What follows belongs to an exercise in optimizing a design on an open flow for small area; a production flow would make more cautious choices. Where RTL was checked, it was by simulation tests only, not by an equivalence proof against the original. Power and IR drop assume default switching activity.

==> job 197 <==
==> flow/design.v <==
module reg_file_sb #(
  parameter int unsigned XLEN   = 32,
  parameter int unsigned NREGS  = 32,
  parameter int unsigned AW     = 5,
  parameter bit          BYPASS = 1'b1
) (
  input  logic            clk,
  input  logic            reset,
  input  logic [AW-1:0]   rs1_addr,
  input  logic [AW-1:0]   rs2_addr,
  output logic [XLEN-1:0] rs1_data,
  output logic [XLEN-1:0] rs2_data,
  output logic            rs1_busy,
  output logic            rs2_busy,
  input  logic            wb_en,
  input  logic [AW-1:0]   wb_addr,
  input  logic [XLEN-1:0] wb_data,
  input  logic            iss_en,
  input  logic [AW-1:0]   iss_addr,
  input  logic            flush,
  output logic            any_busy
);
  logic [NREGS-1:0][XLEN-1:0] regs_s;     
  logic [NREGS-1:0][XLEN-1:0] regs_d;
  logic [NREGS-1:0]           nbusy_q;    
  logic [NREGS-1:0]           nbusy_d;
  logic                       phase_q;
  logic                       nclr_q;
  always_ff @(posedge clk) begin
    for (int i = 1; i < NREGS; i++) regs_s[i] <= regs_d[i];
  end
  always_ff @(posedge clk or posedge reset) begin
    if (reset) begin
      nbusy_q <= '1;
      phase_q <= 1'b1;
      nclr_q  <= 1'b0;
    end else begin
      nbusy_q <= nbusy_d | {{(NREGS-1){1'b0}}, 1'b1};
      phase_q <= !phase_q;
      nclr_q  <= 1'b1;
    end
  end
  localparam int unsigned NLO = 4;
  localparam int unsigned NHI = NREGS / NLO;
  logic [NLO-1:0] w_lo, i_lo, r1_lo, r2_lo;
  logic [NHI-1:0] w_hi, i_hi, r1_hi, r2_hi;
  logic byp1, byp2, nz1, nz2, rd_ok;
  rf_dec #(.W(2)) u_wlo  (.en(wb_en),  .a(wb_addr[1:0]),   .y(w_lo));
  rf_dec_ne #(.W(3)) u_whi (.a(wb_addr[4:2]),   .y(w_hi));
  rf_dec #(.W(2)) u_ilo  (.en(iss_en), .a(iss_addr[1:0]),  .y(i_lo));
  rf_dec_ne #(.W(3)) u_ihi (.a(iss_addr[4:2]),  .y(i_hi));
  rf_dec #(.W(2)) u_r1lo (.en(rd_ok),  .a(rs1_addr[1:0]),  .y(r1_lo));
  rf_dec_ne #(.W(3)) u_r1hi (.a(rs1_addr[4:2]),  .y(r1_hi));
  rf_dec #(.W(2)) u_r2lo (.en(rd_ok),  .a(rs2_addr[1:0]),  .y(r2_lo));
  rf_dec_ne #(.W(3)) u_r2hi (.a(rs2_addr[4:2]),  .y(r2_hi));
  logic [XLEN-1:0]  col_c;
  logic [NREGS-1:0] row_a, row_b, idec_n, bx_n;
  logic             flush_n;
  assign flush_n = !flush;
  for (genvar j = 0; j < XLEN; j++) begin : g_col
    rf_xor2 u_c (.a(wb_data[j]), .b(phase_q), .y(col_c[j]));
  end
  for (genvar i = 1; i < NREGS; i++) begin : g_row
    rf_nand2 u_b (.a(w_lo[i % NLO]), .b(w_hi[i / NLO]), .y(row_b[i]));
    rf_nand2 u_a (.a(row_b[i]), .b(nclr_q), .y(row_a[i]));
    for (genvar j = 0; j < XLEN; j++) begin : g_bit
      rf_oai22 u_wr (.a1(regs_s[i][j]), .a2(row_a[i]), .b1(col_c[j]), .b2(row_b[i]),
                     .y(regs_d[i][j]));
    end
    rf_nand2 u_i  (.a(i_lo[i % NLO]), .b(i_hi[i / NLO]), .y(idec_n[i]));
    rf_o21ai u_bx (.a1(nbusy_q[i]), .a2(row_a[i]), .b1(idec_n[i]), .y(bx_n[i]));
    rf_nand2 u_bn (.a(flush_n), .b(bx_n[i]), .y(nbusy_d[i]));
  end
  assign regs_d[0]  = '0;
  assign row_a[0]   = 1'b0;
  assign row_b[0]   = 1'b1;
  assign idec_n[0]  = 1'b1;
  assign bx_n[0]    = 1'b1;
  assign nbusy_d[0] = 1'b1;
  logic iw_eq;    
  rf_match u_iw (.en(iss_en), .a(iss_addr), .b(wb_addr), .y(iw_eq));
  rf_bypass u_byp1 (.wb_en(wb_en), .reset(reset), .wb_addr(wb_addr), .rs_addr(rs1_addr),
                    .byp(byp1), .nz(nz1));
  rf_bypass u_byp2 (.wb_en(wb_en), .reset(reset), .wb_addr(wb_addr), .rs_addr(rs2_addr),
                    .byp(byp2), .nz(nz2));
  assign rd_ok = !reset && nclr_q;
  logic [NREGS-1:0] s1_n, s2_n;
  assign s1_n[0] = !byp1;
  assign s2_n[0] = !byp2;
  for (genvar i = 1; i < NREGS; i++) begin : g_sel
    rf_nand3 u_s1 (.a(r1_lo[i % NLO]), .b(r1_hi[i / NLO]), .c(row_b[i]), .y(s1_n[i]));
    rf_nand3 u_s2 (.a(r2_lo[i % NLO]), .b(r2_hi[i / NLO]), .c(row_b[i]), .y(s2_n[i]));
  end
  logic k1, k2;
  assign k1 = !phase_q && (byp1 || (nz1 && rd_ok));
  assign k2 = !phase_q && (byp2 || (nz2 && rd_ok));
  for (genvar j = 0; j < XLEN; j++) begin : g_rd
    logic [NREGS-1:0] col;
    assign col[0] = col_c[j];
    for (genvar i = 1; i < NREGS; i++) begin : g_t
      assign col[i] = regs_s[i][j];
    end
    rf_rd_bit #(.N(NREGS)) u_rd1 (.t(col), .s_n(s1_n), .y(rs1_data[j]), .k(k1));
    rf_rd_bit #(.N(NREGS)) u_rd2 (.t(col), .s_n(s2_n), .y(rs2_data[j]), .k(k2));
  end
  logic [NREGS-1:0] bcol;
  assign bcol[0] = !iw_eq;
  assign bcol[NREGS-1:1] = nbusy_q[NREGS-1:1];
  rf_rd_sel #(.N(NREGS)) u_b1 (.t(bcol), .s_n(s1_n), .y(rs1_busy));
  rf_rd_sel #(.N(NREGS)) u_b2 (.t(bcol), .s_n(s2_n), .y(rs2_busy));
  rf_any_busy #(.N(NREGS - 1)) u_any (.nbusy(nbusy_q[NREGS-1:1]), .reset(reset), .y(any_busy));
endmodule
module rf_oai22 (
  input  logic a1,
  input  logic a2,
  input  logic b1,
  input  logic b2,
  output logic y
);
  assign y = !((a1 | a2) & (b1 | b2));
endmodule
module rf_o21ai (
  input  logic a1,
  input  logic a2,
  input  logic b1,
  output logic y
);
  assign y = !((a1 | a2) & b1);
endmodule
module rf_nand2 (
  input  logic a,
  input  logic b,
  output logic y
);
  assign y = !(a & b);
endmodule
module rf_nand3 (
  input  logic a,
  input  logic b,
  input  logic c,
  output logic y
);
  assign y = !(a & b & c);
endmodule
module rf_xor2 (
  input  logic a,
  input  logic b,
  output logic y
);
  assign y = a ^ b;
endmodule
module rf_or_reduce #(parameter int unsigned W = 16) (
  input  logic [W-1:0] a,
  output logic         y
);
  assign y = |a;
endmodule
module rf_dec #(parameter int unsigned W = 2) (
  input  logic             en,
  input  logic [W-1:0]     a,
  output logic [2**W-1:0]  y
);
  always_comb begin
    for (int i = 0; i < 2**W; i++) y[i] = en && (a == W'(i));
  end
endmodule
module rf_dec_ne #(parameter int unsigned W = 3) (
  input  logic [W-1:0]     a,
  output logic [2**W-1:0]  y
);
  always_comb begin
    for (int i = 0; i < 2**W; i++) y[i] = (a == W'(i));
  end
endmodule
module rf_match #(parameter int unsigned W = 5) (
  input  logic         en,
  input  logic [W-1:0] a,
  input  logic [W-1:0] b,
  output logic         y
);
  assign y = en && (a == b);
endmodule
module rf_bypass #(parameter int unsigned W = 5) (
  input  logic         wb_en,
  input  logic         reset,
  input  logic [W-1:0] wb_addr,
  input  logic [W-1:0] rs_addr,
  output logic         byp,
  output logic         nz
);
  assign nz  = |rs_addr;
  assign byp = wb_en && !reset && nz && (wb_addr == rs_addr);
endmodule
module rf_any_busy #(parameter int unsigned N = 31) (
  input  logic [N-1:0] nbusy,
  input  logic         reset,
  output logic         y
);
  assign y = !reset && !(&nbusy);
endmodule
module rf_rd_sel #(parameter int unsigned N = 32) (
  input  logic [N-1:0] t,
  input  logic [N-1:0] s_n,
  output logic         y
);
  logic [N/2-1:0] pair;
  for (genvar p = 0; p < N/2; p++) begin : g_pair
    rf_oai22 u_pair (.a1(t[2*p]), .a2(s_n[2*p]), .b1(t[2*p+1]), .b2(s_n[2*p+1]), .y(pair[p]));
  end
  rf_or_reduce #(.W(N/2)) u_or (.a(pair), .y(y));
endmodule
module rf_rd_bit #(parameter int unsigned N = 32) (
  input  logic [N-1:0] t,
  input  logic [N-1:0] s_n,
  input  logic         k,
  output logic         y
);
  logic raw;
  rf_rd_sel #(.N(N)) u_sel (.t(t), .s_n(s_n), .y(raw));
  rf_xor2 u_fix (.a(raw), .b(k), .y(y));
endmodule
==> flow/flow/run.sh <==
#!/bin/bash
# Layout flow: the standard ORFS flow (standard.sh), unchanged synthesis, with two
# settings changed:
#  - port buffers use sky130_fd_sc_hd__buf_2 instead of the resizer's default choice;
#  - clock tree synthesis does not insert dummy loads.
# Every tool's output goes to flow_make.log in the work folder (ORFS also keeps its own
# per-step logs under orfs/logs/).
set -euo pipefail
bash standard.sh \
  "BUFFER_PORTS_ARGS=-buffer_cell sky130_fd_sc_hd__buf_2" \
  "CTS_ARGS=-sink_clustering_enable -repair_clock_nets -dont_use_dummy_load -sink_clustering_size 16 -sink_clustering_max_diameter 50 -buf_list sky130_fd_sc_hd__clkbuf_8" \
  finish > flow_make.log 2>&1
==> flow/standard.sh <==
#!/bin/bash
# synth_recipe.tcl (not shown) runs the flow's synth.tcl, then flattens the netlist and writes it again
# the make line also repeats each setting of config.mk as NAME=value (left out here)
make -C /OpenROAD-flow-scripts/flow DESIGN_CONFIG=/design/flow/config.mk WORK_HOME=/design/flow/orfs CLKGATE_MAP_FILE= SYNTH_SCRIPT=/design/flow/synth_recipe.tcl "${@:-finish}"
==> flow/config.mk <==
export PLATFORM = sky130hd
export DESIGN_NAME = reg_file_sb
export DESIGN_NICKNAME = reg_file_sb
export VERILOG_FILES = /design/flow/design.v
export SDC_FILE = /design/flow/constraint.sdc
export NUM_CORES = 4
export LEC_CHECK = 0
export CAP_MARGIN = 20
export CORE_MARGIN = 2
export CORE_UTILIZATION = 55
export GPL_ROUTABILITY_DRIVEN = 0
export PLACE_DENSITY = 0.7
export SLEW_MARGIN = 20
export SYNTH_HIERARCHICAL = 1
==> flow/constraint.sdc <==
create_clock -name core_clock -period 8.0 [get_ports {clk}]
set_input_delay 1.6000 -clock core_clock [delete_from_list [all_inputs] [get_ports {clk}]]
set_output_delay 1.6000 -clock core_clock [all_outputs]
set_load 0.01 [all_outputs]
==> job 9833: changes against job 197 <==
==> flow/design.v, changed modules only <==
module reg_file_sb #(
  parameter int unsigned XLEN   = 32,
  parameter int unsigned NREGS  = 32,
  parameter int unsigned AW     = 5,
  parameter bit          BYPASS = 1'b1
) (
  input  logic            clk,
  input  logic            reset,
  input  logic [AW-1:0]   rs1_addr,
  input  logic [AW-1:0]   rs2_addr,
  output logic [XLEN-1:0] rs1_data,
  output logic [XLEN-1:0] rs2_data,
  output logic            rs1_busy,
  output logic            rs2_busy,
  input  logic            wb_en,
  input  logic [AW-1:0]   wb_addr,
  input  logic [XLEN-1:0] wb_data,
  input  logic            iss_en,
  input  logic [AW-1:0]   iss_addr,
  input  logic            flush,
  output logic            any_busy
);
  logic [NREGS-1:0][XLEN-1:0] regs_s;     
  logic [NREGS-1:0][XLEN-1:0] regs_d;
  logic [NREGS-1:0]           nbusy_q;    
  logic [NREGS-1:0]           nbusy_d;
  logic                       phase_q;
  logic                       nclr_q;
  always_ff @(posedge clk) begin
    for (int i = 1; i < NREGS; i++) regs_s[i] <= regs_d[i];
    nbusy_q <= nbusy_d | {{(NREGS-1){1'b0}}, 1'b1};
  end
  always_ff @(posedge clk or posedge reset) begin
    if (reset) begin
      phase_q <= 1'b1;
      nclr_q  <= 1'b0;
    end else begin
      phase_q <= !phase_q;
      nclr_q  <= 1'b1;
    end
  end
  localparam int unsigned NLO = 4;
  localparam int unsigned NHI = NREGS / NLO;
  logic [NLO-1:0] w_lo, i_lo, r1_lo, r2_lo;
  logic [NHI-1:0] w_hi, i_hi, r1_hi, r2_hi;
  logic byp1, byp2, nz1, nz2, rd_ok, rd_en;
  rf_dec #(.W(2)) u_wlo  (.en(wb_en),  .a(wb_addr[1:0]),   .y(w_lo));
  rf_dec_ne #(.W(3)) u_whi (.a(wb_addr[4:2]),   .y(w_hi));
  rf_dec #(.W(2)) u_ilo  (.en(iss_en), .a(iss_addr[1:0]),  .y(i_lo));
  rf_dec_ne #(.W(3)) u_ihi (.a(iss_addr[4:2]),  .y(i_hi));
  rf_dec #(.W(2)) u_r1lo (.en(rd_en),  .a(rs1_addr[1:0]),  .y(r1_lo));
  rf_dec_ne #(.W(3)) u_r1hi (.a(rs1_addr[4:2]),  .y(r1_hi));
  rf_dec #(.W(2)) u_r2lo (.en(rd_en),  .a(rs2_addr[1:0]),  .y(r2_lo));
  rf_dec_ne #(.W(3)) u_r2hi (.a(rs2_addr[4:2]),  .y(r2_hi));
  logic [XLEN-1:0]  col_c;
  logic [NREGS-1:0] row_a, row_b, idec_n, bx_n;
  logic             flush_n;
  assign flush_n = !flush;
  for (genvar j = 0; j < XLEN; j++) begin : g_col
    rf_xor2 u_c (.a(wb_data[j]), .b(phase_q), .y(col_c[j]));
  end
  for (genvar i = 1; i < NREGS; i++) begin : g_row
    rf_nand2 u_b (.a(w_lo[i % NLO]), .b(w_hi[i / NLO]), .y(row_b[i]));
    rf_nand2 u_a (.a(row_b[i]), .b(nclr_q), .y(row_a[i]));
    for (genvar j = 0; j < XLEN; j++) begin : g_bit
      rf_oai22 u_wr (.a1(regs_s[i][j]), .a2(row_a[i]), .b1(col_c[j]), .b2(row_b[i]),
                     .y(regs_d[i][j]));
    end
    rf_nand2 u_i  (.a(i_lo[i % NLO]), .b(i_hi[i / NLO]), .y(idec_n[i]));
    rf_o21ai u_bx (.a1(nbusy_q[i]), .a2(row_a[i]), .b1(idec_n[i]), .y(bx_n[i]));
    rf_nand2 u_bn (.a(flush_n), .b(bx_n[i]), .y(nbusy_d[i]));
  end
  assign regs_d[0]  = '0;
  assign row_a[0]   = 1'b0;
  assign row_b[0]   = 1'b1;
  assign idec_n[0]  = 1'b1;
  assign bx_n[0]    = 1'b1;
  assign nbusy_d[0] = 1'b1;
  logic iw_eq;    
  rf_match u_iw (.en(iss_en), .a(iss_addr), .b(wb_addr), .y(iw_eq));
  rf_bypass u_byp1 (.wb_en(wb_en), .reset(reset), .wb_addr(wb_addr), .rs_addr(rs1_addr),
                    .byp(byp1), .nz(nz1));
  rf_bypass u_byp2 (.wb_en(wb_en), .reset(reset), .wb_addr(wb_addr), .rs_addr(rs2_addr),
                    .byp(byp2), .nz(nz2));
  assign rd_en = !reset;
  assign rd_ok = !reset && nclr_q;
  logic [NREGS-2:0] s1_n, s2_n;
  for (genvar i = 1; i < NREGS; i++) begin : g_sel
    rf_nand2 u_s1 (.a(r1_lo[i % NLO]), .b(r1_hi[i / NLO]), .y(s1_n[i-1]));
    rf_nand2 u_s2 (.a(r2_lo[i % NLO]), .b(r2_hi[i / NLO]), .y(s2_n[i-1]));
  end
  logic k1, k2;
  assign k1 = phase_q && nz1 && rd_en;
  assign k2 = phase_q && nz2 && rd_en;
  for (genvar j = 0; j < XLEN; j++) begin : g_rd
    logic [NREGS-2:0] col;
    for (genvar i = 1; i < NREGS; i++) begin : g_t
      assign col[i-1] = regs_d[i][j];
    end
    rf_rd_bit #(.N(NREGS - 1)) u_rd1 (.t(col), .s_n(s1_n), .y(rs1_data[j]), .k(k1));
    rf_rd_bit #(.N(NREGS - 1)) u_rd2 (.t(col), .s_n(s2_n), .y(rs2_data[j]), .k(k2));
  end
  logic bsel1, bsel2;
  rf_rd_sel #(.N(NREGS - 1)) u_b1 (.t(nbusy_q[NREGS-1:1]), .s_n(s1_n), .y(bsel1));
  rf_rd_sel #(.N(NREGS - 1)) u_b2 (.t(nbusy_q[NREGS-1:1]), .s_n(s2_n), .y(bsel2));
  rf_mux2 u_bm1 (.s(byp1), .a0(bsel1 && nclr_q), .a1(iw_eq), .y(rs1_busy));
  rf_mux2 u_bm2 (.s(byp2), .a0(bsel2 && nclr_q), .a1(iw_eq), .y(rs2_busy));
  rf_any_busy #(.N(NREGS - 1)) u_any (.nbusy(nbusy_q[NREGS-1:1]), .rd_ok(rd_ok), .y(any_busy));
endmodule
module rf_any_busy #(parameter int unsigned N = 31) (
  input  logic [N-1:0] nbusy,
  input  logic         rd_ok,
  output logic         y
);
  assign y = rd_ok && !(&nbusy);
endmodule
module rf_rd_sel #(parameter int unsigned N = 31) (
  input  logic [N-1:0] t,
  input  logic [N-1:0] s_n,
  output logic         y
);
  localparam int unsigned NP = (N + 1) / 2;
  logic [NP-1:0] pair;
  for (genvar p = 0; p < N / 2; p++) begin : g_pair
    rf_oai22 u_pair (.a1(t[2*p]), .a2(s_n[2*p]), .b1(t[2*p+1]), .b2(s_n[2*p+1]), .y(pair[p]));
  end
  if (N % 2 == 1) begin : g_single
    rf_nor2 u_single (.a(t[N-1]), .b(s_n[N-1]), .y(pair[NP-1]));
  end
  rf_or_reduce #(.W(NP)) u_or (.a(pair), .y(y));
endmodule
module rf_rd_bit #(parameter int unsigned N = 31) (
  input  logic [N-1:0] t,
  input  logic [N-1:0] s_n,
  input  logic         k,
  output logic         y
);
  logic raw;
  rf_rd_sel #(.N(N)) u_sel (.t(t), .s_n(s_n), .y(raw));
  rf_xor2 u_fix (.a(raw), .b(k), .y(y));
endmodule
module rf_nor2 (
  input  logic a,
  input  logic b,
  output logic y
);
  assign y = !(a | b);
endmodule
module rf_mux2 (
  input  logic s,
  input  logic a0,
  input  logic a1,
  output logic y
);
  assign y = s ? a1 : a0;
endmodule
Settings changed: CORE_UTILIZATION 55 to 60, GPL_ROUTABILITY_DRIVEN 0 to not set, PLACE_DENSITY 0.7 to 0.75.
==> job 447: changes against job 197 <==
Settings changed: CORE_UTILIZATION 55 to 40, GPL_ROUTABILITY_DRIVEN 0 to not set, GPL_TIMING_DRIVEN set to 0, PLACE_DENSITY 0.7 to 0.6.
==> job 8093: changes against job 197 <==
--- a/flow/design.v
+++ b/flow/design.v
@@ -48,9 +48,9 @@
   rf_dec #(.W(2)) u_wlo  (.en(wb_en),  .a(wb_addr[1:0]),   .y(w_lo));
-  rf_dec_ne #(.W(3)) u_whi (.a(wb_addr[4:2]),   .y(w_hi));
+  rf_dec #(.W(3)) u_whi  (.en(1'b1),   .a(wb_addr[4:2]),   .y(w_hi));
   rf_dec #(.W(2)) u_ilo  (.en(iss_en), .a(iss_addr[1:0]),  .y(i_lo));
-  rf_dec_ne #(.W(3)) u_ihi (.a(iss_addr[4:2]),  .y(i_hi));
+  rf_dec #(.W(3)) u_ihi  (.en(1'b1),   .a(iss_addr[4:2]),  .y(i_hi));
   rf_dec #(.W(2)) u_r1lo (.en(rd_ok),  .a(rs1_addr[1:0]),  .y(r1_lo));
-  rf_dec_ne #(.W(3)) u_r1hi (.a(rs1_addr[4:2]),  .y(r1_hi));
+  rf_dec #(.W(3)) u_r1hi (.en(1'b1),   .a(rs1_addr[4:2]),  .y(r1_hi));
   rf_dec #(.W(2)) u_r2lo (.en(rd_ok),  .a(rs2_addr[1:0]),  .y(r2_lo));
-  rf_dec_ne #(.W(3)) u_r2hi (.a(rs2_addr[4:2]),  .y(r2_hi));
+  rf_dec #(.W(3)) u_r2hi (.en(1'b1),   .a(rs2_addr[4:2]),  .y(r2_hi));
   logic [XLEN-1:0]  col_c;
@@ -166,10 +166,2 @@
 endmodule
-module rf_dec_ne #(parameter int unsigned W = 3) (
-  input  logic [W-1:0]     a,
-  output logic [2**W-1:0]  y
-);
-  always_comb begin
-    for (int i = 0; i < 2**W; i++) y[i] = (a == W'(i));
-  end
-endmodule
 module rf_match #(parameter int unsigned W = 5) (
==> flow/run.sh (new file) <==
#!/bin/bash
# synth_recipe.tcl (not shown) runs the flow's synth.tcl, then flattens the netlist and writes it again
# the make line also repeats each setting of config.mk as NAME=value (left out here)
make -C /OpenROAD-flow-scripts/flow DESIGN_CONFIG=/design/flow/config.mk WORK_HOME=/design/flow/orfs CLKGATE_MAP_FILE= SYNTH_SCRIPT=/design/flow/synth_recipe.tcl finish
Settings changed: CORE_UTILIZATION 55 to 40, CTS_BUF_LIST set to sky130_fd_sc_hd__clkbuf_8, GPL_ROUTABILITY_DRIVEN 0 to not set, PLACE_DENSITY 0.7 to 0.6.
removed: flow/flow/run.sh
removed: flow/standard.sh
==> comparison table <==
Run status: job 9833 failed layout checks; job 447 complete, no violations; job 8093 complete, no violations; job 197 complete, no violations
Violated checks: job 9833 max-capacitance violations; job 447 -; job 8093 -; job 197 -
Number of levels the H-tree was split into: job 9833 3; job 447 3; job 8093 4; job 197 3
Placed inst area: job 9833 41,900 µm²; job 447 43,400 µm²; job 8093 44,300 µm²; job 197 42,400 µm²
Floorplan die area: job 9833 64,900 µm²; job 447 97,800 µm²; job 8093 98,100 µm²; job 197 71,400 µm²
Reported net switching power: job 9833 0.00284 W; job 447 0.00282 W; job 8093 0.00311 W; job 197 0.00270 W
Syn avg cell area: job 9833 9.88 µm²; job 447 9.99 µm²; job 8093 10.0 µm²; job 197 9.99 µm²
Tot GR Track Use: job 9833 59.0%; job 447 40.0%; job 8093 40.4%; job 197 53.5%
Clock buffer count from CTS: job 9833 90; job 447 107; job 8093 169; job 197 98
Layout multi-input combinational cell count: job 9833 2,787; job 447 2,785; job 8093 2,817; job 197 2,785
Instance count on the critical path: job 9833 12; job 447 9; job 8093 9; job 197 10
Cell with the biggest individual delay on the critical path: job 9833 sky130_fd_sc_hd__nor4_1; job 447 sky130_fd_sc_hd__nor4_1; job 8093 sky130_fd_sc_hd__nor4_1; job 197 sky130_fd_sc_hd__nand3_2
CLK BUF: job 9833 90; job 447 107; job 8093 231; job 197 98
Fill cell count: job 9833 5,097; job 447 8,921; job 8093 8,772; job 197 5,800
Metal1 wirelength: job 9833 64.6 mm; job 447 75.6 mm; job 8093 76.6 mm; job 197 66.2 mm
Post-CTS resize count: job 9833 0; job 447 1; job 8093 0; job 197 0
Share of the core filled with cells in the final layout: job 9833 70.0%; job 447 47.5%; job 8093 50.5%; job 197 63.8%
Post-synthesis mux area share: job 9833 0.0796%; job 447 0%; job 8093 0%; job 197 0%
Function not checked in job 8093: the RTL went through the layout flow alone.

[afterwards: timing with drivers on the ports]
The results above use ideal ports. As a check the final layouts listed here were re-extracted and re-timed, cells and wires unchanged. Step 1: set_driving_cell puts a clkbuf_16 on clk and a buf_2 on each other input, an assumption about the parent block. Step 2 also shifts input and output timing later by t, the mid clock arrival at the registers, as if the neighbouring blocks saw the same clock. Slacks: no drivers / after step 1 / after step 2; pairs: no drivers / after step 1.
run | t, ns | setup WS [ns] | clock arrival spread, ns | worst slew at a driven data input, ns | cell pins on the clock port's net
job 197 | 0.799 | 0.652 / 0.632 / 0.632 | 0.102 / 0.102 | 0.13 | 1
job 9833 | 0.798 | 0.653 / 0.620 / 0.620 | 0.098 / 0.098 | 0.19 | 1
job 447 | 0.834 | 0.138 / 0.111 / 0.111 | 0.080 / 0.080 | 0.13 | 1
job 8093 | 0.931 | 0.147 / 0.099 / 0.099 | 0.037 / 0.038 | 0.08 | 1
The setup slack of job 8093, which loses most, moves by -0.048 ns with the drivers and by -0.048 ns with both steps.
